What follows belongs to an exercise in optimizing a design on an open flow for small area; a production flow would make more cautious choices.
Only simulation tests tie the RTL to the original design; equivalence was not proved.
No activity file was given, so power comes from the tool's default toggle rates.

==> module match_recovery_top, before the edit <==
module match_recovery_top (
    input  logic        i_clk,
    input  logic        i_rst,
    input  logic [3:0]  i_tag_valid,
    input  logic [79:0] i_tag,   
    output logic [3:0]  o_pass_en,
    output logic [3:0]  o_discard_en,
    output logic [3:0]  o_judge_finish
);
    logic [1:0]  r_state;     
    logic [1:0]  r_grant;     
    logic [3:0]  r_pending;
    logic [19:0] r_tag [4];   
    logic [5:0]  r_time;      
    logic        r_done;      
    logic        r_hit;       
    logic [1:0] next_idx;
    logic       next_found;
    logic [1:0] cand;
    always_comb begin
        next_found = 1'b0;
        next_idx   = r_grant;
        cand       = r_grant;
        for (int k = 1; k <= 4; k++) begin
            cand = r_grant + 2'(k);
            if (!next_found && r_pending[cand]) begin
                next_found = 1'b1;
                next_idx   = cand;
            end
        end
    end
    wire       idle   = (r_state == 2'd0);
    wire       report = (r_state == 2'd3);
    wire [3:0] finish = report ? (4'b0001 << r_grant) : 4'b0000;
    always_ff @(posedge i_clk) begin
        if (i_rst) begin
            r_state <= 2'd0;
            r_grant <= 2'd3;
        end else if (idle) begin
            if (next_found) begin
                r_grant <= next_idx;
                r_state <= 2'd1;
            end
        end else begin
            r_state <= r_state + 2'd1;
        end
    end
    always_ff @(posedge i_clk) begin
        if (i_rst) r_pending <= 4'b0000;
        else       r_pending <= (r_pending & ~finish) | i_tag_valid;
    end
    wire busy = r_state[0] ^ r_state[1];
    always_ff @(posedge i_clk) begin
        for (int p = 0; p < 4; p++) begin
            if (i_tag_valid[p] && !(busy && r_grant == 2'(p)))
                r_tag[p] <= i_tag[p*20 +: 20];
        end
    end
    wire [5:0] time_n     = r_time + 6'd1;
    wire [2:0] time_n_hi1 = time_n[5:3] + 3'd1;
    always_ff @(posedge i_clk) begin
        if (i_rst) r_time <= 6'd0;
        else       r_time <= time_n;
    end
    wire [19:0] cur  = r_tag[r_grant];
    wire [3:0]  h    = cur[3:0];
    wire [15:0] s    = cur[19:4];
    wire        sval = (s != 16'hffff);
    logic [15:0] s_seq [16];
    logic [5:0]  s_t   [16];
    logic [15:0] s_a;
    function automatic logic [3:0] tap_of(input logic [3:0] slot);
        case (slot)
            4'd0:    tap_of = 4'b1000;
            4'd3:    tap_of = 4'b1001;
            4'd6:    tap_of = 4'b1010;
            4'd9:    tap_of = 4'b1011;
            4'd12:   tap_of = 4'b1100;
            4'd15:   tap_of = 4'b1101;
            default: tap_of = 4'b0000;
        endcase
    endfunction
    logic       r_at;    
    logic [2:0] r_ti;
    wire  [3:0] h_next = !idle ? h
                       : i_tag_valid[next_idx] ? i_tag[next_idx*20 +: 4]
                       : r_tag[next_idx][3:0];
    wire        win_next = !i_rst && (idle ? next_found : !report);
    wire        done_next = !idle && (r_done || r_at);
    wire  [3:0] tap_next = tap_of(h_next + r_time[3:0] + 4'd1);
    always_ff @(posedge i_clk) begin
        r_at <= win_next && !done_next && tap_next[3];
        r_ti <= tap_next[2:0];
    end
    wire [2:0] ti     = r_ti;
    wire       at_tap = r_at;
    logic [15:0] e_seq;
    logic [5:0]  e_t;
    logic        e_a;
    always_comb begin
        case (ti)
            3'd0:    begin e_seq = s_seq[0];  e_t = s_t[0];  e_a = s_a[0];  end
            3'd1:    begin e_seq = s_seq[3];  e_t = s_t[3];  e_a = s_a[3];  end
            3'd2:    begin e_seq = s_seq[6];  e_t = s_t[6];  e_a = s_a[6];  end
            3'd3:    begin e_seq = s_seq[9];  e_t = s_t[9];  e_a = s_a[9];  end
            3'd4:    begin e_seq = s_seq[12]; e_t = s_t[12]; e_a = s_a[12]; end
            default: begin e_seq = s_seq[15]; e_t = s_t[15]; e_a = s_a[15]; end
        endcase
    end
    wire [5:0] g_i  = r_time - {4'd0, r_state};   
    wire [5:0] age  = g_i - e_t;                   
    wire       e_q  = (e_seq == 16'hffff);         
    wire       ta   = e_a | e_q | (age >= 6'd54);
    wire       eq   = (e_seq == s);
    wire       vpass = sval & (ta | ~eq);
    wire       qnew  = ~e_a & (age == 6'd52);
    wire [15:0] wseq = (vpass && qnew) ? 16'hffff : s;
    for (genvar i = 0; i < 16; i++) begin : g_slot
        localparam int J = (i + 15) % 16;   
        logic [15:0] nseq;
        logic [5:0]  nt;
        logic        na;
        if ((J % 3) == 0) begin : g_tap
            wire wr = at_tap && (ti == 3'(J / 3));
            assign nseq = (wr && sval)  ? wseq  : s_seq[J];
            assign nt   = (wr && vpass) ? g_i   : s_t[J];
            assign na   = i_rst | (s_a[J] & ~(wr && vpass));
        end else if (J == 2 || J == 10) begin : g_scrub
            wire [5:0] a = r_time - s_t[J];
            wire old = (a[5:3] == 3'b111);
            assign nseq = s_seq[J];
            assign nt   = s_t[J];
            assign na   = i_rst | s_a[J] | old;
        end else begin : g_plain
            assign nseq = s_seq[J];
            assign nt   = s_t[J];
            assign na   = i_rst | s_a[J];
        end
        always_ff @(posedge i_clk) begin
            s_seq[i] <= nseq;
            s_t[i]   <= nt;
            s_a[i]   <= na;
        end
    end
    always_ff @(posedge i_clk) begin
        r_done <= done_next;
    end
    wire hit = ~ta & eq;
    always_ff @(posedge i_clk) begin
        if (at_tap && !report) r_hit <= hit;
    end
    wire fhit  = (at_tap && report) ? hit : r_hit;
    wire fpass = sval & ~fhit;
    wire fdisc = sval & fhit;
    assign o_judge_finish = finish;
    assign o_pass_en      = finish & {4{fpass}};
    assign o_discard_en   = finish & {4{fdisc}};
endmodule
==> flow/config.mk <==
export PLATFORM = sky130hd
export DESIGN_NAME = match_recovery_top
export DESIGN_NICKNAME = match_recovery_top
export VERILOG_FILES = /design/flow/design.v
export SDC_FILE = /design/flow/constraint.sdc
export NUM_CORES = 4
export LEC_CHECK = 0
export ABC_AREA = 1
export CAP_MARGIN = 0
export CORE_MARGIN = 2
export CORE_UTILIZATION = 60
export CTS_CLUSTER_DIAMETER = 100
export CTS_CLUSTER_SIZE = 30
export SLEW_MARGIN = 0
==> flow/constraint.sdc <==
create_clock -name core_clock -period 5.0 [get_ports {i_clk}]
set_input_delay 1.0000 -clock core_clock [delete_from_list [all_inputs] [get_ports {i_clk}]]
set_output_delay 1.0000 -clock core_clock [all_outputs]
set_load 0.01 [all_outputs]
standard.sh (not shown) runs the stock make flow with config.mk's settings and CLKGATE_MAP_FILE= SYNTH_SCRIPT=/design/flow/synth_recipe.tcl, a recipe that flattens the netlist after the stock synthesis.
==> flow/flow/run.sh <==
#!/bin/bash
# The standard layout (standard.sh) with these changes:
#  - synthesis is synth_recipe.tcl unchanged, except that ABC maps the logic
#    with an area script (flow/synth_nf.tcl, flow/abc_nf.script)
#  - port buffers use the smallest buffer cell (BUFFER_PORTS_ARGS)
#  - clock tree synthesis runs without dummy loads (CTS_ARGS)
# Each tool's output goes to ORFS's per-step logs under orfs/logs; make's own
# output goes to flow_make.log here.
set -euo pipefail
export FLOW_WORK="$PWD"
export BUFFER_PORTS_ARGS="-buffer_cell sky130_fd_sc_hd__buf_1"
export CTS_ARGS="-sink_clustering_enable -repair_clock_nets -sink_clustering_size 30 -sink_clustering_max_diameter 100 -dont_use_dummy_load"
sed "s#SYNTH_SCRIPT=[^ ]*synth_recipe.tcl#SYNTH_SCRIPT=$PWD/flow/synth_nf.tcl#" standard.sh > standard_nf.sh
grep -q "SYNTH_SCRIPT=$PWD/flow/synth_nf.tcl" standard_nf.sh
bash standard_nf.sh > flow_make.log 2>&1
==> flow/flow/abc_nf.script <==
strash
&get -n
&fraig -x
&put
scorr
dc2
strash
&get -n
&dch -f
&nf -R 1000
&put
==> flow/flow/synth_nf.tcl <==
# The standard synthesis (synth_recipe.tcl, sourced unchanged below) with one
# change: the ABC run that maps the combinational logic uses abc_nf.script, an
# area-oriented script (&nf mapper), in place of ORFS's abc_area.script.
# Flip-flops are mapped before ABC runs, so the registers are the same.
proc abc {args} {
  set i [lsearch -exact $args -script]
  if {$i >= 0 && [string match *abc_area.script [lindex $args [expr {$i + 1}]]]} {
    lset args [expr {$i + 1}] $::env(FLOW_WORK)/flow/abc_nf.script
  }
  yosys abc {*}$args
}
source $::env(FLOW_WORK)/synth_recipe.tcl
Rerun with:
--- a/flow/design.v
+++ b/flow/design.v
@@ -94,8 +94,9 @@
     wire        sval = (s != 16'hffff);
     logic [15:0] s_seq [16];
     logic [5:0]  s_t   [16];
     logic [15:0] s_a;
+    logic [15:0] s_q;
     function automatic logic [3:0] tap_of(input logic [3:0] slot);
         case (slot)
             4'd0:    tap_of = 4'b1000;
             4'd3:    tap_of = 4'b1001;
@@ -122,51 +123,55 @@
     wire       at_tap = r_at;
     logic [15:0] e_seq;
     logic [5:0]  e_t;
     logic        e_a;
+    logic        e_q;
     always_comb begin
         case (ti)
-            3'd0:    begin e_seq = s_seq[0];  e_t = s_t[0];  e_a = s_a[0];  end
-            3'd1:    begin e_seq = s_seq[3];  e_t = s_t[3];  e_a = s_a[3];  end
-            3'd2:    begin e_seq = s_seq[6];  e_t = s_t[6];  e_a = s_a[6];  end
-            3'd3:    begin e_seq = s_seq[9];  e_t = s_t[9];  e_a = s_a[9];  end
-            3'd4:    begin e_seq = s_seq[12]; e_t = s_t[12]; e_a = s_a[12]; end
-            default: begin e_seq = s_seq[15]; e_t = s_t[15]; e_a = s_a[15]; end
+            3'd0:    begin e_seq = s_seq[0];  e_t = s_t[0];  e_a = s_a[0];  e_q = s_q[0];  end
+            3'd1:    begin e_seq = s_seq[3];  e_t = s_t[3];  e_a = s_a[3];  e_q = s_q[3];  end
+            3'd2:    begin e_seq = s_seq[6];  e_t = s_t[6];  e_a = s_a[6];  e_q = s_q[6];  end
+            3'd3:    begin e_seq = s_seq[9];  e_t = s_t[9];  e_a = s_a[9];  e_q = s_q[9];  end
+            3'd4:    begin e_seq = s_seq[12]; e_t = s_t[12]; e_a = s_a[12]; e_q = s_q[12]; end
+            default: begin e_seq = s_seq[15]; e_t = s_t[15]; e_a = s_a[15]; e_q = s_q[15]; end
         endcase
     end
     wire [5:0] g_i  = r_time - {4'd0, r_state};   
     wire [5:0] age  = g_i - e_t;                   
-    wire       e_q  = (e_seq == 16'hffff);         
     wire       ta   = e_a | e_q | (age >= 6'd54);
     wire       eq   = (e_seq == s);
     wire       vpass = sval & (ta | ~eq);
-    wire       qnew  = ~e_a & (age == 6'd52);
-    wire [15:0] wseq = (vpass && qnew) ? 16'hffff : s;
+        wire       qnew  = ~e_a & (age == 6'd52);
     for (genvar i = 0; i < 16; i++) begin : g_slot
         localparam int J = (i + 15) % 16;   
         logic [15:0] nseq;
         logic [5:0]  nt;
         logic        na;
+        logic        nq;
         if ((J % 3) == 0) begin : g_tap
             wire wr = at_tap && (ti == 3'(J / 3));
-            assign nseq = (wr && sval)  ? wseq  : s_seq[J];
+            assign nseq = (wr && sval)  ? s     : s_seq[J];
             assign nt   = (wr && vpass) ? g_i   : s_t[J];
+            assign nq   = (wr && vpass) ? qnew  : s_q[J];
             assign na   = i_rst | (s_a[J] & ~(wr && vpass));
         end else if (J == 2 || J == 10) begin : g_scrub
             wire [5:0] a = r_time - s_t[J];
             wire old = (a[5:3] == 3'b111);
             assign nseq = s_seq[J];
             assign nt   = s_t[J];
+            assign nq   = s_q[J];
             assign na   = i_rst | s_a[J] | old;
         end else begin : g_plain
             assign nseq = s_seq[J];
             assign nt   = s_t[J];
+            assign nq   = s_q[J];
             assign na   = i_rst | s_a[J];
         end
         always_ff @(posedge i_clk) begin
             s_seq[i] <= nseq;
             s_t[i]   <= nt;
             s_a[i]   <= na;
+            s_q[i]   <= nq;
         end
     end
     always_ff @(posedge i_clk) begin
         r_done <= done_next;
Design area rises by 1.8%. Worst setup slack gains 41 ps. Routed wire length is lower by 1.7%. Power went down by 6.5%. Combinational power shrinks by 14%. Maximum frequency is higher by 0.86%. Sequential share of layout area rose by 0.84 points. Via count fell by 1.4%.

-- re-timing with driven ports --
No port has a modelled driver above. Below, the same layouts with a new extraction and two added sets of constraints.
Step 1 (the two cells are an assumption about what drives the block):
set clk [get_ports {i_clk}]
set_driving_cell -lib_cell sky130_fd_sc_hd__clkbuf_16 $clk
set_driving_cell -lib_cell sky130_fd_sc_hd__buf_2 [delete_from_list [all_inputs] $clk]
Step 2 adds t to the input delays and takes it off the output delays; t is the mean of the earliest and latest rising clock arrival at the registers after step 1. Input paths then give back, and output paths get back, about the clock's delay inside the block.
a / b / c = ideal / step 1 / step 2; a / b = the first two.
run | shift t [ns] | setup slack, ns | worst setup path at the end | worst slew at a driven data input, ns
the first run | 0.561 | 0.171 / 0.123 / 0.362 | register to register | 0.07
the second run | 0.569 | 0.212 / 0.164 / 0.423 | register to register | 0.04
After both steps every run listed still meets setup and hold.
